This is an optimization exercise on Yosys and OpenROAD, whose aim is small area, not a production implementation.
Only simulation tests tie the RTL to the original design; equivalence was not proved.
Power is estimated from default activity; no workload was simulated.

==> flow/design.v <==
package victim_buffer_pkg;
   localparam int SIZE = 4;
   localparam int TAG_W = 28;
   localparam int DATA_W = 256;
   localparam int LINES = SIZE + 1;    
endpackage
module vb_first_one #(parameter int W = 4) (
   input  logic [W-1:0] req_i,
   output logic [W-1:0] onehot_o,
   output logic         any_o
);
   assign onehot_o = req_i & (~req_i + W'(1));
   assign any_o = |req_i;
endmodule
module victim_buffer_ctrl (
   input  logic              clk,
   input  logic              reset,
   input  logic              lookup_valid,
   output logic              lookup_ready,
   input  logic [victim_buffer_pkg::TAG_W-1:0]  lookup_tag,
   output logic              resp_valid,
   output logic              resp_hit,
   output logic              resp_dirty,
   output logic [victim_buffer_pkg::DATA_W-1:0] resp_data,
   input  logic              insert_valid,
   output logic              insert_ready,
   input  logic [victim_buffer_pkg::TAG_W-1:0]  insert_tag,
   input  logic [victim_buffer_pkg::DATA_W-1:0] insert_data,
   input  logic              insert_dirty,
   output logic              evict_valid,
   input  logic              evict_ready,
   output logic [victim_buffer_pkg::TAG_W-1:0]  evict_tag,
   output logic [victim_buffer_pkg::DATA_W-1:0] evict_data,
   input  logic [victim_buffer_pkg::SIZE-1:0]   lru_in,
   output logic [victim_buffer_pkg::SIZE-1:0]   usage_out,
   output logic              update_usage_out
);
   localparam int S = victim_buffer_pkg::SIZE;
   localparam int P = victim_buffer_pkg::LINES;
   localparam int TW = victim_buffer_pkg::TAG_W;
   localparam int DW = victim_buffer_pkg::DATA_W;
   logic           evict_q, hold_dirty_q;
   logic [S-1:0]   valid_q, dirty_q, slot_q;
   logic [P-1:0]   map_q [S];
   logic [P-1:0]   rsel_q;
   logic [TW-1:0]  tag_q [P];
   logic [DW-1:0]  data_q [P];
   logic           idle, lk_acc, ins_acc, free_any, lru_any, match_any, go_evict;
   logic [DW-1:0]  rd_data;
   logic [S-1:0]   hit_oh, match_oh, post_valid, post_dirty, free_oh, lru_oh, lru_sel, slot_oh, dirty_new;
   logic [P-1:0]   rd_sel, line_valid, eq_lk, eq_ins, hit_line, spare, slot_line, vic_line;
   assign idle = !evict_q;
   assign lookup_ready = idle;
   assign insert_ready = idle;
   assign evict_valid = evict_q;
   assign lk_acc = lookup_valid && idle;
   assign ins_acc = insert_valid && idle;
   always_comb begin
      line_valid = '0;
      spare = '1;
      slot_line = '0;
      vic_line = '0;
      for (int s = 0; s < S; s++) begin
         line_valid = line_valid | (valid_q[s] ? map_q[s] : '0);
         spare = spare & ~map_q[s];
         slot_line = slot_line | (slot_oh[s] ? map_q[s] : '0);
         vic_line = vic_line | (slot_q[s] ? map_q[s] : '0);
      end
      for (int p = 0; p < P; p++) begin
         eq_lk[p] = tag_q[p] == lookup_tag;
         eq_ins[p] = tag_q[p] == insert_tag;
      end
      hit_line = line_valid & eq_lk & {P{lk_acc}};
      for (int s = 0; s < S; s++) begin
         hit_oh[s] = |(map_q[s] & hit_line);
         match_oh[s] = valid_q[s] && !hit_oh[s] && |(map_q[s] & eq_ins);
      end
   end
   assign post_valid = valid_q & ~hit_oh;
   assign post_dirty = dirty_q & ~hit_oh;
   vb_first_one #(.W(S)) u_free (.req_i(~post_valid), .onehot_o(free_oh), .any_o(free_any));
   vb_first_one #(.W(S)) u_lru (.req_i(lru_in), .onehot_o(lru_oh), .any_o(lru_any));
   assign lru_sel = lru_any ? lru_oh : S'(1);
   assign match_any = |match_oh;
   assign slot_oh = match_any ? match_oh : free_any ? free_oh : lru_sel;
   assign go_evict = ins_acc && !match_any && !free_any && |(lru_sel & dirty_q);
   assign dirty_new = (match_any ? post_dirty : post_dirty & ~slot_oh) | (insert_dirty ? slot_oh : '0);
   always_comb begin
      rd_sel = rsel_q | (evict_q ? vic_line : '0);
      rd_data = '0;
      evict_tag = '0;
      for (int p = 0; p < P; p++) begin
         rd_data = rd_data | (rd_sel[p] ? data_q[p] : '0);
         evict_tag = evict_tag | (vic_line[p] ? tag_q[p] : '0);
      end
   end
   assign evict_data = rd_data;
   assign resp_data = evict_q ? '0 : rd_data;
   assign resp_hit = |rsel_q;
   assign usage_out = slot_q;
   always_ff @(posedge clk or posedge reset)
      if (reset) begin
         evict_q <= 1'b0;
         valid_q <= '0;
         dirty_q <= '0;
         for (int s = 0; s < S; s++) map_q[s] <= P'(1) << s;
         resp_valid <= 1'b0;
         update_usage_out <= 1'b0;
      end else begin
         resp_valid <= lk_acc;
         update_usage_out <= 1'b0;
         if (idle) begin
            valid_q <= post_valid;
            dirty_q <= post_dirty;
            if (go_evict) begin
               evict_q <= 1'b1;
            end else if (ins_acc) begin
               valid_q <= post_valid | slot_oh;
               dirty_q <= dirty_new;
               for (int s = 0; s < S; s++) if (slot_oh[s]) map_q[s] <= spare;
               update_usage_out <= 1'b1;
            end
         end else if (evict_ready) begin
            evict_q <= 1'b0;
            valid_q <= valid_q | slot_q;
            dirty_q <= (dirty_q & ~slot_q) | (hold_dirty_q ? slot_q : '0);
            for (int s = 0; s < S; s++) if (slot_q[s]) map_q[s] <= spare;
            update_usage_out <= 1'b1;
         end
      end
   always_ff @(posedge clk) begin
      rsel_q <= hit_line;
      resp_dirty <= |(hit_oh & dirty_q);
      if (ins_acc) begin
         slot_q <= slot_oh;
         hold_dirty_q <= insert_dirty;
      end
   end
   always_ff @(posedge clk)
      for (int p = 0; p < P; p++)
         if (ins_acc && spare[p]) begin
            tag_q[p] <= insert_tag;
            data_q[p] <= insert_data;
         end
endmodule
==> flow/run.sh <==
#!/bin/bash
# synth_recipe.tcl (not shown) runs the flow's synth.tcl, then flattens the netlist and writes it again
# the make line also repeats each setting of config.mk as NAME=value (left out here)
make -C /OpenROAD-flow-scripts/flow DESIGN_CONFIG=/design/flow/config.mk WORK_HOME=/design/flow/orfs CLKGATE_MAP_FILE= SYNTH_SCRIPT=/design/flow/synth_recipe.tcl finish
==> flow/config.mk <==
export PLATFORM = sky130hd
export DESIGN_NAME = victim_buffer_ctrl
export DESIGN_NICKNAME = victim_buffer_ctrl
export VERILOG_FILES = /design/flow/design.v
export SDC_FILE = /design/flow/constraint.sdc
export NUM_CORES = 4
export LEC_CHECK = 0
export CAP_MARGIN = 30
export CORE_MARGIN = 2
export CORE_UTILIZATION = 40
export SLEW_MARGIN = 40
==> flow/constraint.sdc <==
create_clock -name core_clock -period 6.0 [get_ports {clk}]
set_input_delay 1.2000 -clock core_clock [delete_from_list [all_inputs] [get_ports {clk}]]
set_output_delay 1.2000 -clock core_clock [all_outputs]
set_load 0.01 [all_outputs]
==> qor.csv, run 1 <==
stage;metric;value;unit
grt;grt_max_degree;132;
routing;drcViolationCount;0;
clock_network;cts-root-buf;clkbuf_16;
routing;first_pass_iters;10;
power_and_ir_drop;intPower;25200;uW
power_and_ir_drop;p_clk_frac;0.238;
clock_network;cts_buffer_depth;3;
routing;wirelength_met1;75.3;mm
synthesis;ys_ff_latch;1462;
routing;drtAntennaViolNets;0;
layout;final_cell_mix;1425 x edfxtp_1, 872 x clkdlybuf4s50_1, 328 x nand2_1, 310 x a22oi_1, 288 x a222oi_1;
placed_design;gp_congestion;0.965;
worst_setup_path;start_kind;register;
worst_setup_path;rr_worst_depth;11;
grt;antenna_found_initial;36;
clock_network;cts_buffers;152;
flow_run;cap_violations;0;
floorplanning;coreArea;141000;um^2
hold_path;worstHoldPathCells;1;
clock_network;path_clk_slew;0.06;ns
synthesis;synth_area_leaders;edfxtp_1 75%, a222oi_1 5.1%, a22oi_1 4.1%, xor2_1 3.0%, a21oi_1 2.3%;
synthesis;synth_top_area_frac;0.752;
clock_network;cts_setup_buffers;0;
synthesis;syn-instance-count;3481;
routing;routed-wl-met2;92.8;mm
grt;grt_pass1_vias;36367;
clock_network;cts_tree;built;
grt;grt-ovfl-total;0;
routing;met3WireLength;15.1;mm
synthesis;synth_flop_cell;edfxtp_1;
synthesis;yosys.cell_types.count;67;
routing;drtIter0Drc;4234;
timing;relSlewSlack;0.411;
clock_network;htreeDepth;4;
synthesis;async_reset_ff_frac;0.0212;
layout;area_delta_synth_final;28.8;%
power_and_ir_drop;p_sw;13600;uW
floorplanning;die_w;381;um
floorplanning;start_util;0.403;
routing;vias;37191;
placed_design;dp_worst_setup_slack;0.522;ns
worst_setup_path;crit_required;4.80;ns
power_and_ir_drop;switching_share;0.350;
synthesis;synth_top_cell_by_area;edfxtp_1;
floorplanning;die_h;381;um
layout;drive_gt1_frac;0.0844;
power_and_ir_drop;leakage;0.0246;uW
synthesis;synth_area;56900;um^2
timing;tns;0;ns
timing;setup_slack;0.710;ns
routing;top_layer_used;met5;
routing;wire_per_inst;29.6;um
power_and_ir_drop;finalPower;38800;uW
layout;layout.nets;4694;
worst_setup_path;end_kind;output port;
synthesis;syn-mean-instance-area;16.4;um^2
timing;rsz0062_at_grt;false;
grt;grt_use_total;0.252;
floorplanning;rows;138;
power_and_ir_drop;power_density;529;nW/um^2
worst_setup_path;worstPathArrival;4.09;ns
run_status;status;no timing/DRC/antenna violations;
routing;via_per_inst;5.81;
timing;whs;0.618;ns
synthesis;synth_edf_count;1425;
timing;hold_violations;0;
timing;skew;0.0554;ns
timing;report.final.slew_viol_count;0;
clock_network;postCtsHoldBufs;0;
grt;grt_pass1_wl;267;mm
floorplanning;pin_count;873;
hold_path;hold_path.class;register to register;
power_and_ir_drop;seqPwrFrac;0.375;
synthesis;synth-seq-area-share;0.767;
timing;fmax;189;MHz
routing;postRouteWirelength;189;mm
placed_design;portBuffers;872;
clock_network;clk_latency;0.79;ns
floorplanning;dieArea;145000;um^2
layout;final_common_cell;edfxtp_1;
synthesis;yosysWarnings;4;
clock_network;cts_resized;0;
timing;finalSetupViolCount;0;
placed_design;hpwl;128;mm
timing;fin_crit_sh;0.882;
worst_setup_path;crit_fanout;54;
timing;period_needed;5.29;ns
power_and_ir_drop;peakVddDrop;0.347;mV
clock_network;cts.sinks;1462;
synthesis;synthesis.nets;3803;
power_and_ir_drop;power_frac_comb;0.387;
timing;worst_pin_slew;0.883;ns
worst_setup_path;path_class;register to output port;
[cell usage after synthesis, types with 2 or more instances]
| master | number |
|---|---|
| o21ai_0 | 6 |
| nand3_1 | 16 |
| a221oi_1 | 3 |
| a32oi_1 | 2 |
| clkbuf_1 | 201 |
| mux2_2 | 22 |
| edfxtp_1 | 1425 |
| a2111oi_0 | 4 |
| a21oi_2 | 2 |
| dfrtp_1 | 27 |
| xor2_1 | 193 |
| nand2_1 | 328 |
| nor2b_1 | 20 |
| nor4_1 | 66 |
| a21o_1 | 6 |
| a2111oi_4 | 2 |
| a211oi_1 | 2 |
| a21oi_1 | 266 |
| buf_2 | 26 |
| dfxtp_1 | 6 |
| xnor2_1 | 77 |
| o221ai_1 | 3 |
| nor2_1 | 22 |
| buf_1 | 18 |
| or4_1 | 2 |
| a222oi_1 | 288 |
| buf_4 | 4 |
| nand4_1 | 41 |
| nand3b_1 | 2 |
| a211oi_2 | 2 |
| nor3_1 | 18 |
| inv_1 | 18 |
| a221o_1 | 7 |
| clkbuf_2 | 2 |
| a22oi_1 | 310 |
| nand2b_1 | 2 |
| and3_1 | 9 |
| dfstp_2 | 4 |
[power groups by stage]
stage	clock, uW	combinational (uW)	sequential, uW
4_1_cts	9380	15100	14500
3_5_place_dp	0	15000	14700
3_3_place_gp	0	15000	14700
2_1_floorplan	0	6150	14700
6_report	9220	15000	14600
5_1_grt	9760	15700	14700
[metrics by stage]
step	cell area (um^2)	util	cells
floorplan	56900	-	3481
global placement	68300	0.483	6104
detailed placement	68400	0.484	6107
CTS	73300	0.518	6377
global route	73300	0.519	6394
finish	73300	0.519	6400
[sequential cells by signal, indices dropped and copies added (netlist names), named ones only]
| name | flops |
|---|---|
| data_q | 1280 |
| evict_q | 1 |
| hold_dirty_q | 1 |
| map_q | 20 |
| resp_dirty | 1 |
| resp_valid | 1 |
| rsel_q | 5 |
| slot_q | 4 |
| tag_q | 140 |
| update_usage_out | 1 |
| valid_q | 4 |
[cell type report]
cell class	count	area [um^2]
clock buffer	193	4040
multi-input combinational	1748	12200
tap	1890	2360
fill	11642	68100
inverter	19	71.3
antenna	22	55.1
timing repair buffer	989	10000
sequential	1462	43700
clock inverter	77	858
[worst max-delay path, stage by stage (launching register included)]
cell and delay, ns:
dfrtp_4 0.89, a21o_4 0.59, buf_12 0.33, buf_4 0.28
a22oi_1 0.12, a21oi_1 0.38, clkdlybuf4s50_1 0.62
[logic make-up (layout without fill, tap and decap cells)]
| kind of cell | Yosys count | after routing | share of synthesized area |
|---|---|---|---|
| AO/OA/AOI/OAI | 920 | 920 | 0.124 |
| flip-flops | 1462 | 1462 | 0.767 |
| buffers and inverters | 271 | 1278 | 0.0189 |
| XOR/XNOR | 270 | 270 | 0.0415 |
| other | 0 | 22 | 0 |
| multiplexers | 23 | 23 | 0.00453 |
| AND/OR/NAND/NOR | 535 | 535 | 0.0433 |
[path summary, 6_finish.rpt]
path / start / slack [ns] / to
max: evict_q$_DFF_PP0_ / 0.71 / resp_data[91]
min: register / 0.62 / resp_dirty$_DFF_P_
max reg2reg: evict_q$_DFF_PP0_ / 1.63 / map_q[1][3]$_DFFE_PP0P_
max in group asynchronous: reset / 4.70 / map_q[2][2]$_DFFE_PP1P_
min reg2reg: register / 0.62 / resp_dirty$_DFF_P_
min in group asynchronous: reset / 0.64 / resp_valid$_DFF_PP0_
[routing by layer]
layer / track usage / vias up
met4: 0.0920 / 26
met2: 0.412 / 1682
met3: 0.0598 / 279
li1: - / 16099
met5: 0 / -
met1: 0.327 / 19105
==> inputs of run 2 (changes only) <==
==> flow/flow/run.sh (new file) <==
#!/bin/bash
# The standard ORFS layout, with two changes that only cut buffer area:
#  - every port still gets its buffer, but the smallest one (buf_1) rather than the default pick;
#  - the clock tree uses clkbuf_4 leaves over larger sink clusters, without dummy loads.
set -euo pipefail
export BUFFER_PORTS_ARGS="-buffer_cell sky130_fd_sc_hd__buf_1"
export CTS_ARGS="-sink_clustering_enable -repair_clock_nets -buf_list sky130_fd_sc_hd__clkbuf_4 -root_buf sky130_fd_sc_hd__clkbuf_16 -sink_clustering_size 10 -sink_clustering_max_diameter 50 -dont_use_dummy_load"
bash standard.sh > standard.log 2>&1
==> flow/standard.sh (new file) <==
#!/bin/bash
# synth_recipe.tcl (not shown) runs the flow's synth.tcl, then flattens the netlist and writes it again
# the make line also repeats each setting of config.mk as NAME=value (left out here)
make -C /OpenROAD-flow-scripts/flow DESIGN_CONFIG=/design/flow/config.mk WORK_HOME=/design/flow/orfs CLKGATE_MAP_FILE= SYNTH_SCRIPT=/design/flow/synth_recipe.tcl "${@:-finish}"
--- a/flow/config.mk
+++ b/flow/config.mk
@@ -7,5 +7,5 @@
 export LEC_CHECK = 0
-export CAP_MARGIN = 30
+export CAP_MARGIN = 20
 export CORE_MARGIN = 2
-export CORE_UTILIZATION = 40
-export SLEW_MARGIN = 40
+export CORE_UTILIZATION = 65
+export SLEW_MARGIN = 20
removed: flow/run.sh
==> qor.csv, run 2 <==
stage;metric;value;unit;change
grt;grt_use_total;0.382;;+0.130
worst_setup_path;start_kind;register;;
flow_run;cap_violations;0;;unchanged
power_and_ir_drop;leakage;0.0205;uW;-17%
routing;drcViolationCount;0;;unchanged
timing;worst_pin_slew;1.20;ns;+0.317 ns
timing;period_needed;5.19;ns;-0.101 ns
grt;grt-ovfl-total;0;;unchanged
floorplanning;die_w;300;um;-21%
worst_setup_path;crit_required;4.80;ns;about the same
clock_network;cts_setup_buffers;0;;unchanged
routing;first_pass_iters;10;;unchanged
layout;final_common_cell;edfxtp_1;;
timing;relSlewSlack;0.200;;-0.211
power_and_ir_drop;power_density;484;nW/um^2;-8.4%
grt;grt_max_degree;143;;+8.3%
clock_network;cts_buffers;169;;+11%
clock_network;path_clk_slew;0.11;ns;+0.05 ns
grt;grt_pass1_vias;35566;;-2.2%
grt;antenna_found_initial;47;;+31%
synthesis;yosysWarnings;4;;unchanged
synthesis;syn-mean-instance-area;16.4;um^2;unchanged
worst_setup_path;path_class;register to output port;;
worst_setup_path;reg2reg_from;tag_q[0][5]$_DFFE_PP_;;
placed_design;dpl_cell_area;61600;um^2;-9.9%
layout;area_delta_synth_final;10.7;%;
layout;reg_top3;data_q (1280), tag_q (140), map_q (20);;
synthesis;yosys.cell_types.count;67;;unchanged
worst_setup_path;worst_r2r_endpoint;map_q[1][3]$_DFFE_PP0P_;;
clock_network;cts_tree;built;;
floorplanning;coreArea;86800;um^2;-39%
synthesis;synth_flop_cell;edfxtp_1;;
worst_setup_path;crit_path_max_incr_delay;0.68;ns;-0.21 ns
synthesis;synth_top_cell_by_area;edfxtp_1;;
hold_path;hold_path.class;input pin to async pin;;
grt;grt_pass1_wl;245;mm;-8.0%
floorplanning;start_util;0.656;;+0.254
layout;multi_input_area;12200;um^2;about the same
timing;fin_crit_sh;0.865;;-0.0168
worst_setup_path;crit_chain;a22oi_1 > nand2_1 > buf_4 > a21o_4 > buf_4 > a22oi_1 > a21oi_1 > buf_1;;
routing;via_per_inst;6.84;;+18%
layout;layout.nets;4669;;-0.53%
timing;skew;0.115;ns;+0.0594 ns
clock_network;cts-root-buf;clkbuf_16;;
layout;largest_reg_flops;1280;;unchanged
synthesis;synth_edf_count;1425;;unchanged
synthesis;synth_xor_area_frac;0.0415;;unchanged
layout;top_register;data_q;;
worst_setup_path;rr_worst_depth;10;;-1
placed_design;hpwl;117;mm;-8.7%
layout;sequential_cell_area;43700;um^2;unchanged
timing;finalSetupViolCount;0;;unchanged
synthesis;synth_fa_ha_area_frac;0;;unchanged
clock_network;postCtsHoldBufs;0;;unchanged
routing;drtAntennaViolNets;0;;unchanged
clock_network;clk_latency;0.78;ns;about the same
clock_network;cts_resized;0;;unchanged
clock_network;cts.sinks;1462;;unchanged
placed_design;gp_congestion;1.06;;+10%
synthesis;synth_area;56900;um^2;unchanged
run_status;status;no timing/DRC/antenna violations;;
worst_setup_path;cp-endpoint;resp_data[119];;
routing;vias;37840;;+1.7%
worst_setup_path;worstPathArrival;3.99;ns;-0.10 ns
timing;fmax;193;MHz;+1.9%
routing;postRouteWirelength;176;mm;-7.1%
synthesis;synthSimpleGateAreaFrac;0.0433;;unchanged
floorplanning;dieArea;90000;um^2;-38%
synthesis;ys_ff_latch;1462;;unchanged
layout;nFillCells;5622;;-52%
layout;final_cell_mix;1425 x edfxtp_1, 872 x buf_1, 325 x nand2_1, 310 x a22oi_1, 288 x a222oi_1;;
timing;tns;0;ns;unchanged
synthesis;synth_top_area_frac;0.752;;unchanged
timing;report.final.slew_viol_count;0;;unchanged
synthesis;yosysMostFrequentCell;edfxtp_1;;
synthesis;syn-instance-count;3481;;unchanged
synthesis;synthMuxAreaShare;0.00453;;unchanged
clock_network;cts_buffer_depth;3;;unchanged
synthesis;async_reset_ff_frac;0.0212;;unchanged
floorplanning;die_h;300;um;-21%
routing;drtIter0Drc;5679;;+34%
synthesis;synth_compound_area_frac;0.124;;unchanged
worst_setup_path;end_kind;output port;;
worst_setup_path;critPathLaunch;slot_q[0]$_DFFE_PP_;;
synthesis;synth_top_family_by_area;compound AO/OA/AOI/OAI gates;;
synthesis;synth_common_cells;1425 x edfxtp_1, 328 x nand2_1, 310 x a22oi_1, 288 x a222oi_1, 266 x a21oi_1;;
synthesis;synthesis.nets;3803;;unchanged
worst_setup_path;critPathSlowestCell;edfxtp_1;;
floorplanning;pin_count;873;;unchanged
worst_setup_path;crit_fanout;33;;-39%
timing;rsz0062_at_grt;false;;
placed_design;portBuffers;872;;unchanged
routing;wire_per_inst;31.8;um;+7.4%
timing;hold_violations;0;;unchanged
layout;fin_area;63000;um^2;-14%
synthesis;synth_area_leaders;edfxtp_1 75%, a222oi_1 5.1%, a22oi_1 4.1%, xor2_1 3.0%, a21oi_1 2.3%;;
synthesis;synth-seq-area-share;0.767;;unchanged
power_and_ir_drop;peakVddDrop;0.369;mV;+6.3%
floorplanning;rows;108;;-22%
layout;drive_gt1_frac;0.0688;;-0.0156
worst_setup_path;rrSetupSlack;1.71;ns;+0.08 ns
clock_network;htreeDepth;4;;unchanged
-- run 2: power by group --
part	switching, uW	internal (uW)
clock	2940	1320
combinational	8640	3050
sequential	896	13600
-- run 2: how the worst min path moves through the flow --
stage	start	endpoint	cells after the start
5_1_grt	reset	valid_q[1]$_DFFE_PP0P_	3
3_5_place_dp	register	resp_dirty$_DFF_P_	1
3_3_place_gp	register	resp_dirty$_DFF_P_	1
6_report	reset	valid_q[1]$_DFFE_PP0P_	3
2_1_floorplan	register	resp_dirty$_DFF_P_	1
4_1_cts	reset	map_q[1][2]$_DFFE_PP0P_	3
-- run 2: cells by family (layout without fill, tap and decap cells) --
kind of cell / after synthesis / count (layout)
other cells: 0 / 34
simple gates: 535 / 535
buf+inv: 271 / 1135
mux: 23 / 23
xor+xnor: 270 / 270
compound gates: 920 / 920
flops: 1462 / 1462
-- run 2: routing by layer --
| metal | routed length, um | GRT usage | vias to the layer above |
|---|---|---|---|
| met1 | 61400 | 0.491 | 18745 |
| met5 | 202 | 0 | - |
| met3 | 20900 | 0.115 | 443 |
| met2 | 83500 | 0.591 | 2678 |
| met4 | 9770 | 0.207 | 32 |
| li1 | - | - | 15942 |
-- run 2: area by class of cell --
cell class | count | share of cell area
Sequential cell | 1462 | 0.694
Multi-Input combinational cell | 1748 | 0.194
Timing Repair Buffer | 947 | 0.0664
Clock buffer | 169 | 0.0204
Inverter | 19 | 0.00113
Antenna cell | 34 | 0.00135
Tap cell | 1155 | 0.0229
-- run 2: worst max-delay path: cells and delay by family, from the launching register on --
kind                   cells  cell delay [ns]
AND/OR/NAND/NOR            1             0.09
flip-flops                 1             0.68
AO/OA/AOI/OAI              4             1.38
buffers and inverters      3             1.10
-- run 2: through the flow --
step	power (uW)	std cells	utilization	hold slack, ns	setup WS, ns
finish	30500	5534	0.726	0.492	0.811
global route	31600	5530	0.726	0.491	0.700
CTS	30400	5500	0.725	0.445	0.921
detailed placement	26300	5331	0.710	0.626	0.821
global placement	26100	5331	0.710	0.607	0.811
floorplan	20900	3481	-	0.487	0.908
==> inputs of run 3 (changes only) <==
==> flow/design.v (replaced) <==
package victim_buffer_pkg;
   localparam int SIZE = 4;
   localparam int TAG_W = 28;
   localparam int DATA_W = 256;
   typedef enum logic {IDLE, EVICT} vb_state_e;
   typedef struct packed {
      logic              valid;
      logic              dirty;
      logic [TAG_W-1:0]  tag;
      logic [DATA_W-1:0] data;
   } entry_t;
endpackage
module vb_first_one #(parameter int W = 4) (
   input  logic [W-1:0] req_i,
   output logic [W-1:0] onehot_o,
   output logic         any_o
);
   assign onehot_o = req_i & (~req_i + W'(1));
   assign any_o = |req_i;
endmodule
module victim_buffer_ctrl (
   input  logic              clk,
   input  logic              reset,
   input  logic              lookup_valid,
   output logic              lookup_ready,
   input  logic [victim_buffer_pkg::TAG_W-1:0]  lookup_tag,
   output logic              resp_valid,
   output logic              resp_hit,
   output logic              resp_dirty,
   output logic [victim_buffer_pkg::DATA_W-1:0] resp_data,
   input  logic              insert_valid,
   output logic              insert_ready,
   input  logic [victim_buffer_pkg::TAG_W-1:0]  insert_tag,
   input  logic [victim_buffer_pkg::DATA_W-1:0] insert_data,
   input  logic              insert_dirty,
   output logic              evict_valid,
   input  logic              evict_ready,
   output logic [victim_buffer_pkg::TAG_W-1:0]  evict_tag,
   output logic [victim_buffer_pkg::DATA_W-1:0] evict_data,
   input  logic [victim_buffer_pkg::SIZE-1:0]   lru_in,
   output logic [victim_buffer_pkg::SIZE-1:0]   usage_out,
   output logic              update_usage_out
);
   localparam int S = victim_buffer_pkg::SIZE;
   localparam int TW = victim_buffer_pkg::TAG_W;
   localparam int DW = victim_buffer_pkg::DATA_W;
   victim_buffer_pkg::vb_state_e state_q;
   logic           hold_dirty_q;
   logic [S-1:0]   valid_q, dirty_q, slot_q;
   logic [TW-1:0]  tag_q [S];
   logic [DW-1:0]  data_q [S];
   logic [TW-1:0]  out_tag_q;
   logic [DW-1:0]  out_data_q;
   logic           idle, lk_acc, ins_acc, hit_any, free_any, lru_any, match_any, go_evict;
   logic [S-1:0]   hit_oh, match_oh, post_valid, post_dirty, free_oh, lru_oh, lru_sel, slot_oh, dirty_new, out_sel;
   logic [TW-1:0]  lru_tag;
   logic [DW-1:0]  sel_data;
   assign idle = state_q == victim_buffer_pkg::IDLE;
   assign lookup_ready = idle;
   assign insert_ready = idle;
   assign evict_valid = !idle;
   assign lk_acc = lookup_valid && idle;
   assign ins_acc = insert_valid && idle;
   assign post_valid = valid_q & ~hit_oh;
   assign post_dirty = dirty_q & ~hit_oh;
   vb_first_one #(.W(S)) u_free (.req_i(~post_valid), .onehot_o(free_oh), .any_o(free_any));
   vb_first_one #(.W(S)) u_lru (.req_i(lru_in), .onehot_o(lru_oh), .any_o(lru_any));
   assign lru_sel = lru_any ? lru_oh : S'(1);
   assign hit_any = |hit_oh;
   assign match_any = |match_oh;
   assign slot_oh = match_any ? match_oh : free_any ? free_oh : lru_sel;
   assign go_evict = ins_acc && !match_any && !free_any && |(lru_sel & dirty_q);
   assign dirty_new = (match_any ? post_dirty : post_dirty & ~slot_oh) | (insert_dirty ? slot_oh : '0);
   assign out_sel = hit_any ? hit_oh : lru_sel;
   always_comb begin
      hit_oh = '0;
      match_oh = '0;
      lru_tag = '0;
      sel_data = '0;
      for (int i = 0; i < S; i++) begin
         hit_oh[i] = lk_acc && valid_q[i] && tag_q[i] == lookup_tag;
         match_oh[i] = valid_q[i] && !hit_oh[i] && tag_q[i] == insert_tag;
         lru_tag = lru_tag | (lru_sel[i] ? tag_q[i] : '0);
         sel_data = sel_data | (out_sel[i] ? data_q[i] : '0);
      end
   end
   assign evict_tag = out_tag_q;
   assign evict_data = out_data_q;
   assign resp_data = resp_hit ? out_data_q : '0;
   assign usage_out = slot_q;
   always_ff @(posedge clk or posedge reset)
      if (reset) begin
         state_q <= victim_buffer_pkg::IDLE;
         valid_q <= '0;
         dirty_q <= '0;
         resp_valid <= 1'b0;
         update_usage_out <= 1'b0;
      end else begin
         resp_valid <= lk_acc;
         update_usage_out <= 1'b0;
         if (idle) begin
            valid_q <= post_valid;
            dirty_q <= post_dirty;
            if (go_evict) begin
               state_q <= victim_buffer_pkg::EVICT;
            end else if (ins_acc) begin
               valid_q <= post_valid | slot_oh;
               dirty_q <= dirty_new;
               update_usage_out <= 1'b1;
            end
         end else if (evict_ready) begin
            state_q <= victim_buffer_pkg::IDLE;
            valid_q <= valid_q | slot_q;
            dirty_q <= (dirty_q & ~slot_q) | (hold_dirty_q ? slot_q : '0);
            update_usage_out <= 1'b1;
         end
      end
   always_ff @(posedge clk) begin
      resp_hit <= hit_any;
      resp_dirty <= |(hit_oh & dirty_q);
      if (ins_acc) begin
         slot_q <= slot_oh;
         hold_dirty_q <= insert_dirty;
      end
      if (idle) begin
         out_tag_q <= lru_tag;
         out_data_q <= sel_data;
      end
   end
   always_ff @(posedge clk)
      for (int i = 0; i < S; i++)
         if (ins_acc && slot_oh[i]) begin
            tag_q[i] <= insert_tag;
            data_q[i] <= insert_data;
         end
endmodule
==> qor.csv, run 3 <==
stage;metric;value;unit;change
grt;grt_pass1_wl;217;mm;-12%
layout;top_register;data_q;;
worst_setup_path;rr_worst_depth;8;;-2
synthesis;yosysMostFrequentCell;edfxtp_1;;
layout;layout.nets;4421;;-5.3%
clock_network;cts_setup_buffers;0;;unchanged
clock_network;cts_buffer_depth;3;;unchanged
worst_setup_path;reg2reg_from;tag_q[2][26]$_DFFE_PP_;;
layout;fin_area;60400;um^2;-4.1%
synthesis;synth_area;54100;um^2;-4.9%
timing;hold_violations;0;;unchanged
grt;grt_use_total;0.351;;-0.0304
worst_setup_path;end_kind;register;;
timing;skew;0.103;ns;-0.0117 ns
timing;finalSetupViolCount;0;;unchanged
clock_network;cts_resized;0;;unchanged
placed_design;gp_congestion;0.977;;-8.1%
layout;drive_gt1_frac;0.0644;;-0.00438
synthesis;synth-seq-area-share;0.796;;+0.0289
clock_network;htreeDepth;4;;unchanged
routing;drtIter0Drc;4195;;-26%
power_and_ir_drop;leakage;0.0199;uW;-2.9%
layout;reg_top3;data_q (1024), out_data_q (256), tag_q (112);;
synthesis;syn-mean-instance-area;17.0;um^2;+3.8%
timing;relSlewSlack;0.324;;+0.124
routing;drcViolationCount;0;;unchanged
worst_setup_path;crit_required;6.40;ns;+1.60 ns
clock_network;cts.sinks;1438;;-1.6%
worst_setup_path;rrSetupSlack;1.58;ns;-0.13 ns
synthesis;synth_flop_cell;edfxtp_1;;
worst_setup_path;crit_family;simple AND/OR/NAND/NOR gates;;
synthesis;synth_area_leaders;edfxtp_1 79%, a22oi_1 7.1%, and2_1 3.0%, xnor2_1 2.9%, nand2_1 2.3%;;
timing;tns;0;ns;unchanged
power_and_ir_drop;power_frac_comb;0.145;;-0.238
placed_design;dpl_cell_area;59000;um^2;-4.3%
layout;area_delta_synth_final;11.6;%;
run_status;status;no timing/DRC/antenna violations;;
power_and_ir_drop;peakVddDrop;0.256;mV;-31%
hold_path;worstHoldPathCells;2;;
power_and_ir_drop;power_density;350;nW/um^2;-28%
worst_setup_path;crit_fanout;16;;-52%
hold_path;worstHoldStart;data_q[3][211]$_DFFE_PP_;;
placed_design;hpwl;102;mm;-12%
power_and_ir_drop;p_sw;6050;uW;-52%
floorplanning;coreArea;82200;um^2;-5.2%
synthesis;yosys.cell_types.count;66;;-1.5%
routing;vias;33294;;-12%
layout;final_cell_mix;1425 x edfxtp_1, 872 x buf_1, 512 x a22oi_1, 336 x nand2_1, 256 x and2_1;;
power_and_ir_drop;seqPwrFrac;0.656;;+0.179
clock_network;cts-root-buf;clkbuf_16;;
floorplanning;rows;105;;-2.8%
worst_setup_path;worst_r2r_endpoint;data_q[2][234]$_DFFE_PP_;;
synthesis;syn-instance-count;3188;;-8.4%
routing;drtAntennaViolNets;0;;unchanged
floorplanning;die_h;293;um;-2.5%
clock_network;clk_latency;0.78;ns;about the same
synthesis;ys_ff_latch;1438;;-1.6%
floorplanning;start_util;0.658;;+0.00192
synthesis;synth_common_cells;1425 x edfxtp_1, 512 x a22oi_1, 336 x nand2_1, 257 x and2_1, 180 x xnor2_1;;
placed_design;dp_worst_setup_slack;0.723;ns;-0.0973 ns
clock_network;path_clk_slew;0.09;ns;-0.02 ns
synthesis;yosysWarnings;3;;-1
timing;setup_slack;1.45;ns;+0.641 ns
worst_setup_path;worst-path-buf-inv;2;;-1
layout;final_common_cell;edfxtp_1;;
floorplanning;die_w;293;um;-2.5%
power_and_ir_drop;finalPower;21100;uW;-31%
timing;worst_pin_slew;1.01;ns;-0.195 ns
synthesis;synthesis.nets;3510;;-7.7%
power_and_ir_drop;intPower;15100;uW;-16%
floorplanning;pin_count;873;;unchanged
clock_network;postCtsHoldBufs;0;;unchanged
timing;report.final.slew_viol_count;0;;unchanged
synthesis;synth_top_area_frac;0.791;;+0.0389
worst_setup_path;critPathSlowestCell;nor4_1;;
layout;largest_reg_flops;1024;;-20%
routing;wire_per_inst;29.3;um;-7.8%
worst_setup_path;worstPathArrival;4.95;ns;+0.96 ns
grt;met3_usage;0.0819;;-0.0335
grt;grt_max_degree;244;;+71%
hold_path;whs_endpoint;out_data_q[211]$_DFFE_PN_;;
synthesis;async_reset_ff_frac;0.00765;;-0.0136
timing;period_needed;4.55;ns;-0.641 ns
routing;postRouteWirelength;152;mm;-13%
clock_network;cts_buffers;169;;unchanged
power_and_ir_drop;p_clk_frac;0.199;;+0.059
timing;fmax;220;MHz;+14%
synthesis;synth_edf_count;1425;;unchanged
synthesis;synth_top_cell_by_area;edfxtp_1;;
grt;grt-ovfl-total;0;;unchanged
routing;first_pass_iters;8;;-2
placed_design;portBuffers;872;;unchanged
worst_setup_path;crit_chain;buf_1 > xor2_1 > nor4_1 > nand4_1 > o2111ai_4 > o2111ai_2 > o31a_1 > nor2_4 > buf_4;;
worst_setup_path;start_kind;input pin;;
layout;fin_cells;5204;;-6.0%
grt;grt_pass1_vias;32516;;-8.6%
grt;top_usage_layer;met2;;
hold_path;hold_path.class;register to register;;
floorplanning;dieArea;85600;um^2;-4.9%
routing;via_per_inst;6.40;;-6.4%
power_and_ir_drop;switching_share;0.286;;-0.123
timing;rsz0062_at_grt;false;;
worst_setup_path;crit_path_max_incr_delay;0.87;ns;+0.19 ns
clock_network;cts_tree;built;;
timing;fin_crit_sh;0.758;;-0.107
flow_run;cap_violations;0;;unchanged
grt;grtUsageMet1;0.470;;-0.0210
placed_design;dpl.cell_count;4997;;-6.3%
grt;antenna_found_initial;63;;+34%
worst_setup_path;path_class;input pin to register;;
grt;grt_use_met2;0.563;;-0.0285
run 3: changes by cell type in the layout (fill, tap and decap cells not counted), moves of 17 or more:
cell / change
nor2b_1: -20
nand4_1: +17
nor4_1: -41
a21oi_1: -255
a222oi_1: -260
xnor2_1: +101
and2_1: +255
a22oi_1: +202
buf_4: -24
mux2_2: -21
xor2_1: -151
run 3: worst register-to-register path, cell delays in order (launching register included):
cell	delay (ns)
edfxtp_1	0.49
xor2_1	0.19
nor4_1	0.87
nand4_1	0.36
o2111ai_4	0.33
o2111ai_2	0.28
o31a_1	0.42
nor2_4	0.73
buf_4	0.40
run 3: metal layers:
metal | vias up | wire length [um]
li1 | 14202 | -
met1 | 16539 | 55600
met2 | 2158 | 75000
met3 | 353 | 15300
met4 | 42 | 6170
met5 | - | 267
run 3: final cells by class:
class | instances | area (um^2)
Tap cell | 1070 | 1340
Inverter | 10 | 45.0
Timing Repair Buffer | 932 | 4210
Antenna cell | 37 | 92.6
Fill cell | 5081 | 21800
Multi-Input combinational cell | 1548 | 10300
Sequential cell | 1438 | 43100
Clock buffer | 169 | 1290
run 3: worst max-delay path by stage:
stage,start,endpoint,slack [ns],cells after the start
6_report,lookup_tag[26],data_q[2][234]$_DFFE_PP_,1.45,9
5_1_grt,lookup_tag[26],data_q[2][234]$_DFFE_PP_,1.29,9
4_1_cts,lookup_tag[26],data_q[2][6]$_DFFE_PP_,1.49,9
3_5_place_dp,lookup_tag[26],data_q[2][215]$_DFFE_PP_,0.72,9
3_3_place_gp,lookup_tag[26],data_q[2][215]$_DFFE_PP_,0.77,9
2_1_floorplan,lookup_valid,data_q[3][0]$_DFFE_PP_,-1.63,8
run 3: kinds of logic (layout without fill, tap and decap cells):
family / count (synthesis) / after routing / share of synthesized area
AOI/OAI and AO/OA: 592 / 592 / 0.0828
other: 0 / 37 / 0
DFF: 1438 / 1438 / 0.796
and+or+nand+nor: 729 / 729 / 0.0683
muxes: 3 / 3 / 0.000578
xor gates and xnor gates: 224 / 224 / 0.0365
buffers and inverters: 202 / 1111 / 0.0154
run 3: per-stage QoR:
| stage | util | hold slack (ns) |
|---|---|---|
| after detailed placement | 0.717 | 0.517 |
| final | 0.734 | 0.470 |
| after global placement | 0.717 | 0.511 |
| after floorplan | - | 0.508 |
| after CTS | 0.733 | 0.465 |
| after global routing | 0.734 | 0.495 |
run 3: power groups by stage:
stage | clock (uW) | sequential, uW | combinational [uW]
final | 4200 | 13900 | 3060
after global routing | 4620 | 13900 | 3260
after CTS | 4260 | 13800 | 3060
after detailed placement | 0 | 14000 | 3050
after global placement | 0 | 14000 | 3000
after floorplan | 0 | 14000 | 1240
==> inputs of run 4 (changes only) <==
--- a/flow/design.v
+++ b/flow/design.v
@@ -73,3 +73,3 @@
    assign dirty_new = (match_any ? post_dirty : post_dirty & ~slot_oh) | (insert_dirty ? slot_oh : '0);
-   assign out_sel = hit_any ? hit_oh : lru_sel;
+   assign out_sel = !idle ? '0 : hit_any ? hit_oh : lru_sel;
    always_comb begin
@@ -82,3 +82,3 @@
          match_oh[i] = valid_q[i] && !hit_oh[i] && tag_q[i] == insert_tag;
-         lru_tag = lru_tag | (lru_sel[i] ? tag_q[i] : '0);
+         lru_tag = lru_tag | (idle && lru_sel[i] ? tag_q[i] : '0);
          sel_data = sel_data | (out_sel[i] ? data_q[i] : '0);
@@ -124,6 +124,4 @@
       end
-      if (idle) begin
-         out_tag_q <= lru_tag;
-         out_data_q <= sel_data;
-      end
+      out_tag_q <= lru_tag | (idle ? '0 : out_tag_q);
+      out_data_q <= sel_data | (idle ? '0 : out_data_q);
    end
==> qor.csv, run 4 <==
stage;metric;value;unit;change
timing;fmax;212;MHz;-3.5%
layout;reg_top3;data_q (1024), out_data_q (256), tag_q (112);;
timing;report.final.slew_viol_count;0;;unchanged
placed_design;portBuffers;872;;unchanged
floorplanning;start_util;0.653;;-0.00558
clock_network;cts-root-buf;clkbuf_16;;
clock_network;cts_setup_buffers;0;;unchanged
layout;nFillCells;5103;;+0.43%
synthesis;synth_common_cells;1141 x edfxtp_1, 301 x nand2_1, 286 x a22oi_1, 286 x dfxtp_1, 259 x and2_1;;
synthesis;synthMuxAreaShare;0.000383;;-0.000195
worst_setup_path;worst_r2r_endpoint;data_q[2][182]$_DFFE_PP_;;
synthesis;syn-mean-instance-area;16.3;um^2;-4.0%
hold_path;worstHoldPathCells;2;;unchanged
synthesis;synth_fa_ha_area_frac;0;;unchanged
grt;grt_pass1_vias;32978;;+1.4%
placed_design;dpl_cell_area;56800;um^2;-3.8%
worst_setup_path;crit_fanout;36;;+20
routing;postRouteWirelength;158;mm;+3.4%
synthesis;synthesis.nets;3532;;+0.63%
routing;vias;34358;;+3.2%
worst_setup_path;path_class;input pin to register;;
power_and_ir_drop;peakVddDrop;0.387;mV;+51%
synthesis;synth_area_leaders;edfxtp_1 66%, dfxtp_1 11%, a222oi_1 4.9%, a22oi_1 4.1%, and2_1 3.1%;;
synthesis;synth_area;52300;um^2;-3.4%
synthesis;synth_top_family_by_area;compound AO/OA/AOI/OAI gates;;
floorplanning;rows;104;;-0.95%
clock_network;cts_buffers;168;;-0.59%
clock_network;clk_latency;0.79;ns;about the same
routing;first_pass_iters;10;;+2
clock_network;cts_tree;built;;
placed_design;hpwl;106;mm;+4.0%
routing;via_per_inst;6.61;;+3.3%
routing;drcViolationCount;0;;unchanged
clock_network;path_clk_slew;0.10;ns;about the same
synthesis;synthSimpleGateAreaFrac;0.0669;;-0.00140
synthesis;async_reset_ff_frac;0.00765;;unchanged
synthesis;synth_compound_area_frac;0.105;;+0.0226
floorplanning;die_w;288;um;-1.7%
synthesis;synth_top_area_frac;0.655;;-0.136
floorplanning;dieArea;82800;um^2;-3.3%
synthesis;yosys.cell_types.count;62;;-6.1%
grt;grt_max_degree;161;;-34%
synthesis;synth-seq-area-share;0.770;;-0.0266
placed_design;gp_congestion;1.00;;+2.4%
hold_path;whs_endpoint;out_data_q[203]$_DFF_P_;;
timing;hold_violations;0;;unchanged
clock_network;cts_resized;0;;unchanged
synthesis;yosysWarnings;3;;unchanged
timing;worst_pin_slew;1.03;ns;+0.0296 ns
timing;finalSetupViolCount;0;;unchanged
timing;period_needed;4.71;ns;+0.163 ns
flow_run;cap_violations;0;;unchanged
timing;fin_crit_sh;0.785;;+0.0272
hold_path;hold_path.class;register to register;;
grt;grt-ovfl-total;0;;unchanged
layout;final_cell_mix;1141 x edfxtp_1, 872 x buf_1, 301 x nand2_1, 286 x a22oi_1, 285 x dfxtp_1;;
synthesis;synth_flop_cell;edfxtp_1;;
power_and_ir_drop;finalPower;22600;uW;+6.8%
grt;grt_use_total;0.371;;+0.0197
synthesis;ys_ff_latch;1438;;unchanged
routing;drtAntennaViolNets;0;;unchanged
layout;final_common_cell;edfxtp_1;;
routing;wire_per_inst;30.3;um;+3.5%
worst_setup_path;worstPathArrival;5.04;ns;+0.09 ns
timing;rsz0062_at_grt;false;;
power_and_ir_drop;leakage;0.0194;uW;-2.7%
clock_network;postCtsHoldBufs;0;;unchanged
layout;drive_gt1_frac;0.0629;;-0.00150
layout;fin_area;58100;um^2;-3.7%
clock_network;cts_buffer_depth;3;;unchanged
worst_setup_path;rrSetupSlack;1.35;ns;-0.23 ns
timing;skew;0.159;ns;+0.0564 ns
layout;layout.nets;4423;;+0.045%
synthesis;yosysMostFrequentCell;edfxtp_1;;
layout;top_register;data_q;;
worst_setup_path;reg2reg_from;tag_q[2][19]$_DFFE_PP_;;
run_status;status;no timing/DRC/antenna violations;;
layout;largest_reg_flops;1024;;unchanged
worst_setup_path;crit_required;6.33;ns;-0.07 ns
timing;relSlewSlack;0.304;;-0.0199
clock_network;htreeDepth;4;;unchanged
synthesis;synth_xor_area_frac;0.0375;;+0.000983
floorplanning;die_h;288;um;-1.7%
synthesis;synth_edf_count;1141;;-20%
synthesis;synth_top_cell_by_area;edfxtp_1;;
clock_network;cts.sinks;1438;;unchanged
floorplanning;pin_count;873;;unchanged
worst_setup_path;start_kind;input pin;;
grt;grt_pass1_wl;221;mm;+2.0%
worst_setup_path;end_kind;register;;
power_and_ir_drop;power_density;388;nW/um^2;+11%
floorplanning;coreArea;80200;um^2;-2.5%
grt;antenna_found_initial;52;;-17%
routing;drtIter0Drc;5177;;+23%
worst_setup_path;rr_worst_depth;8;;unchanged
synthesis;syn-instance-count;3210;;+0.69%
layout;area_delta_synth_final;11.2;%;
hold_path;worstHoldStart;data_q[0][203]$_DFFE_PP_;;
-- run 4: area by class of cell --
cell class	count	area, um^2	area share
Clock buffer	168	1280	0.0220
Multi-Input combinational cell	1556	11100	0.191
Antenna cell	40	100	0.00172
Timing Repair Buffer	930	4010	0.0689
Sequential cell	1438	40300	0.693
Tap cell	1060	1330	0.0228
Inverter	7	26.3	0.000452
-- run 4: worst max-delay path by stage --
stage                         from                  endpoint  slack, ns  cells past startpoint
global route        lookup_tag[19]  data_q[2][182]$_DFFE_PP_       1.20                      9
finish              lookup_tag[19]  data_q[2][182]$_DFFE_PP_       1.29                      9
CTS                 lookup_tag[19]  data_q[2][182]$_DFFE_PP_       1.30                      9
detailed placement  lookup_tag[19]  data_q[2][162]$_DFFE_PP_       0.57                      9
global placement    lookup_tag[19]  data_q[2][162]$_DFFE_PP_       0.58                      9
floorplan           lookup_tag[14]    data_q[1][0]$_DFFE_PP_      -1.75                      8
-- run 4: critical path: stages --
cell	delay, ns
buf_1	0.31
xor2_1	0.13
nor4_1	0.65
nand4_1	0.55
o2111ai_2	0.48
o2111ai_1	0.26
o21ai_1	0.28
and2_4	0.64
buf_4	0.49
-- run 4: logic make-up after synthesis --
logic type      after synthesis
flops                      1438
simple gates                680
mux                           2
compound gates              650
buf+inv                     216
xor+xnor                    224
-- run 4: power breakdown --
| group | internal [uW] | total, uW | switching (uW) |
|---|---|---|---|
| registers | 12300 | 13900 | 1560 |
| logic | 1430 | 4460 | 3030 |
| clock network | 1310 | 4190 | 2880 |
-- run 4: routing by layer --
metal | up-vias | GRT usage | routed length [um]
li1 | 14515 | - | -
met1 | 17017 | 0.486 | 55600
met2 | 2464 | 0.594 | 77700
met3 | 340 | 0.0875 | 17700
met4 | 22 | 0.174 | 6450
met5 | - | 0 | 145
-- run 4: through the flow --
stage,TNS [ns],setup WS (ns),cells,utilization,hold slack [ns]
finish,0,1.29,5199,0.725,0.400
global route,0,1.20,5190,0.725,0.410
detailed placement,0,0.569,4991,0.708,0.446
CTS,0,1.30,5159,0.724,0.400
global placement,0,0.584,4991,0.708,0.438
floorplan,-1337.88,-1.75,3210,-,0.435
==> inputs of run 5 (changes only) <==
--- a/flow/flow/run.sh
+++ b/flow/flow/run.sh
@@ -6,3 +6,3 @@
 export BUFFER_PORTS_ARGS="-buffer_cell sky130_fd_sc_hd__buf_1"
-export CTS_ARGS="-sink_clustering_enable -repair_clock_nets -buf_list sky130_fd_sc_hd__clkbuf_4 -root_buf sky130_fd_sc_hd__clkbuf_16 -sink_clustering_size 10 -sink_clustering_max_diameter 50 -dont_use_dummy_load"
+export CTS_ARGS="-sink_clustering_enable -repair_clock_nets -buf_list sky130_fd_sc_hd__clkbuf_4 -root_buf sky130_fd_sc_hd__clkbuf_16 -sink_clustering_size 10 -sink_clustering_max_diameter 40 -dont_use_dummy_load"
 bash standard.sh > standard.log 2>&1
==> qor.csv, run 5 <==
stage;metric;value;unit;change
worst_setup_path;path_class;input pin to register;;
layout;fin_util;0.726;;about the same
timing;report.final.slew_viol_count;0;;unchanged
placed_design;hpwl;106;mm;unchanged
worst_setup_path;crit_path_max_incr_delay;0.66;ns;about the same
timing;worst_pin_slew;1.06;ns;+0.0207 ns
timing;relSlewSlack;0.290;;-0.0139
layout;final_common_cell;edfxtp_1;;
clock_network;cts_buffer_depth;3;;unchanged
routing;drtIter0Drc;5107;;-1.4%
synthesis;synth_area;52300;um^2;unchanged
power_and_ir_drop;power_density;389;nW/um^2;+0.18%
clock_network;clk_latency;0.80;ns;about the same
clock_network;cts_setup_buffers;0;;unchanged
synthesis;yosysWarnings;3;;unchanged
worst_setup_path;crit_fanout;36;;unchanged
routing;drcViolationCount;0;;unchanged
timing;fin_crit_sh;0.797;;+0.0114
layout;layout.nets;4431;;+0.18%
grt;grt_use_total;0.370;;-0.000639
worst_setup_path;end_kind;register;;
synthesis;synth_common_cells;1141 x edfxtp_1, 301 x nand2_1, 286 x a22oi_1, 286 x dfxtp_1, 259 x and2_1;;
floorplanning;rows;104;;unchanged
floorplanning;dieArea;82800;um^2;unchanged
layout;reg_top3;data_q (1024), out_data_q (256), tag_q (112);;
timing;finalSetupViolCount;0;;unchanged
clock_network;cts-root-buf;clkbuf_16;;
clock_network;cts_tree;built;;
clock_network;postCtsHoldBufs;0;;unchanged
layout;drive_gt1_frac;0.0648;;+0.00183
worst_setup_path;critPathSlowestCell;nor4_1;;
worst_setup_path;worst-path-buf-inv;2;;unchanged
synthesis;yosys.cell_types.count;62;;unchanged
worst_setup_path;worstPathArrival;5.10;ns;+0.06 ns
synthesis;syn-instance-count;3210;;unchanged
layout;nFillCells;5065;;-0.74%
clock_network;path_clk_slew;0.10;ns;about the same
timing;hold_violations;0;;unchanged
clock_network;cts_resized;0;;unchanged
synthesis;syn-mean-instance-area;16.3;um^2;unchanged
synthesis;ys_ff_latch;1438;;unchanged
floorplanning;coreArea;80200;um^2;unchanged
routing;via_per_inst;6.63;;+0.34%
grt;grt_pass1_wl;220;mm;-0.17%
timing;fmax;209;MHz;-1.4%
synthesis;synth_edf_count;1141;;unchanged
worst_setup_path;crit_required;6.32;ns;about the same
routing;drtAntennaViolNets;0;;unchanged
placed_design;dpl_cell_area;56800;um^2;unchanged
flow_run;cap_violations;0;;unchanged
power_and_ir_drop;finalPower;22600;uW;+0.26%
synthesis;synth_top_area_frac;0.655;;unchanged
grt;grt_max_degree;161;;unchanged
synthesis;synth_area_leaders;edfxtp_1 66%, dfxtp_1 11%, a222oi_1 4.9%, a22oi_1 4.1%, and2_1 3.1%;;
timing;rsz0062_at_grt;false;;
layout;largest_reg_flops;1024;;unchanged
floorplanning;start_util;0.653;;unchanged
grt;grt_pass1_vias;32925;;-0.16%
layout;final_cell_mix;1141 x edfxtp_1, 872 x buf_1, 301 x nand2_1, 286 x a22oi_1, 285 x dfxtp_1;;
placed_design;portBuffers;872;;unchanged
synthesis;synth_flop_cell;edfxtp_1;;
timing;period_needed;4.78;ns;+0.0683 ns
worst_setup_path;crit_chain;buf_1 > xor2_1 > nor4_1 > nand4_1 > o2111ai_2 > o2111ai_1 > o21ai_1 > and2_4 > buf_4;;
timing;tns;0;ns;unchanged
synthesis;synth-seq-area-share;0.770;;unchanged
placed_design;dp_worst_setup_slack;0.569;ns;unchanged
routing;wire_per_inst;30.3;um;-0.12%
floorplanning;die_w;288;um;unchanged
power_and_ir_drop;peakVddDrop;0.365;mV;-5.6%
synthesis;synth_top_cell_by_area;edfxtp_1;;
routing;first_pass_iters;10;;unchanged
power_and_ir_drop;leakage;0.0194;uW;+0.19%
hold_path;hold_path.class;register to register;;
worst_setup_path;crit_family;simple AND/OR/NAND/NOR gates;;
grt;grt-ovfl-total;0;;unchanged
timing;skew;0.168;ns;+0.00842 ns
clock_network;cts.sinks;1438;;unchanged
floorplanning;die_h;288;um;unchanged
clock_network;cts_buffers;176;;+4.8%
synthesis;yosysMostFrequentCell;edfxtp_1;;
worst_setup_path;start_kind;input pin;;
floorplanning;pin_count;873;;unchanged
synthesis;synthesis.nets;3532;;unchanged
routing;vias;34487;;+0.38%
placed_design;gp_congestion;1.00;;unchanged
timing;setup_slack;1.22;ns;-0.0683 ns
layout;fin_area;58200;um^2;about the same
layout;top_register;data_q;;
run_status;status;no timing/DRC/antenna violations;;
synthesis;async_reset_ff_frac;0.00765;;unchanged
layout;area_delta_synth_final;11.2;%;about the same
grt;antenna_found_initial;52;;unchanged
clock_network;htreeDepth;4;;unchanged
routing;postRouteWirelength;157;mm;about the same
run 5: final cells by class:
type,instances,area [um^2],area share
diodes,34,85.1,0.00146
clock buffers,176,1340,0.0230
inverters,7,26.3,0.000452
multi-input cells,1556,11100,0.191
flip-flops and latches,1438,40300,0.692
well taps,1060,1330,0.0228
repair buffers,930,4010,0.0689
run 5: logic make-up after synthesis:
group	count (synthesis)	synth area share
AO/OA/AOI/OAI	650	0.105
XOR/XNOR	224	0.0375
buffers and inverters	216	0.0200
flip-flops	1438	0.770
multiplexers	2	0.000383
AND/OR/NAND/NOR	680	0.0669
run 5: path summary, 6_finish.rpt:
path,start,endpoint,slack [ns],depth (start not counted)
setup / recovery,lookup_tag[19],data_q[2][180]$_DFFE_PP_,1.22,9
hold / removal,data_q[2][6]$_DFFE_PP_,out_data_q[6]$_DFF_P_,0.37,2
setup reg to reg,tag_q[2][9]$_DFFE_PP_,data_q[2][180]$_DFFE_PP_,1.30,8
hold reg to reg,data_q[2][6]$_DFFE_PP_,out_data_q[6]$_DFF_P_,0.37,2
max in group asynchronous,reset,state_q$_DFF_PP0_,5.21,2
min in group asynchronous,reset,async pin,0.43,2
run 5: tightest hold or removal path, delay by kind of cell, from the launching register on:
family | cells | cell delay [ns]
flip-flops | 1 | 0.32
AND/OR/NAND/NOR | 1 | 0.05
AO/OA/AOI/OAI | 1 | 0.06
run 5: stage by stage:
| stage | hold slack (ns) | cells |
|---|---|---|
| 2_1_floorplan | 0.435 | 3210 |
| 3_3_place_gp | 0.438 | 4991 |
| 3_5_place_dp | 0.446 | 4991 |
| 4_1_cts | 0.352 | 5167 |
| 5_1_grt | 0.382 | 5195 |
| 6_report | 0.368 | 5201 |
run 5: where the power goes:
part	leakage (uW)	switching (uW)	total (uW)	internal, uW
sequential	0.0130	1560	13900	12400
combinational	0.00564	3030	4450	1430
clock	0.000818	2880	4250	1370
total	0.0194	7470	22600	15100
run 5: metal layers:
metal  global-route usage  part of all wire  up-vias
li1                     -                 -    14527
met1                0.485              0.36    17206
met2                0.592              0.49     2352
met3               0.0910              0.11      372
met4                0.172             0.044       30
met5                    0            0.0013        -

==> separate check: timing with driven ports <==
No port has a modelled driver above. Below, the same layouts with a new extraction and two added sets of constraints.
Step 1 (the two cells are an assumption about what drives the block):
set clk [get_ports {clk}]
set_driving_cell -lib_cell sky130_fd_sc_hd__clkbuf_16 $clk
set_driving_cell -lib_cell sky130_fd_sc_hd__buf_2 [delete_from_list [all_inputs] $clk]
Step 2 adds t to the input delays and takes it off the output delays; t is the mean of the earliest and latest rising clock arrival at the registers after step 1. Input paths then give back, and output paths get back, about the clock's delay inside the block.
Three values: ideal ports, drivers, drivers and shift; two values: the first two.
run	t, ns	setup WS [ns]	worst hold slack (ns)	worst setup path at the end
run 1	0.843	0.710 / 0.629 / 0.349	0.618 / 0.604 / 0.618	input to register
run 2	0.801	0.811 / 0.736 / 0.666	0.492 / 0.466 / 0.553	input to register
run 3	0.800	1.452 / 1.506 / 0.706	0.470 / 0.466 / 0.470	input to register
run 4	0.783	1.289 / 1.335 / 0.552	0.400 / 0.400 / 0.400	input to register
run 5	0.788	1.221 / 1.267 / 0.478	0.368 / 0.368 / 0.368	input to register
After both steps every run listed still meets setup and hold. For run 3, which loses most, drivers alone change the setup slack by +0.054 ns; drivers and shift together by -0.746 ns.
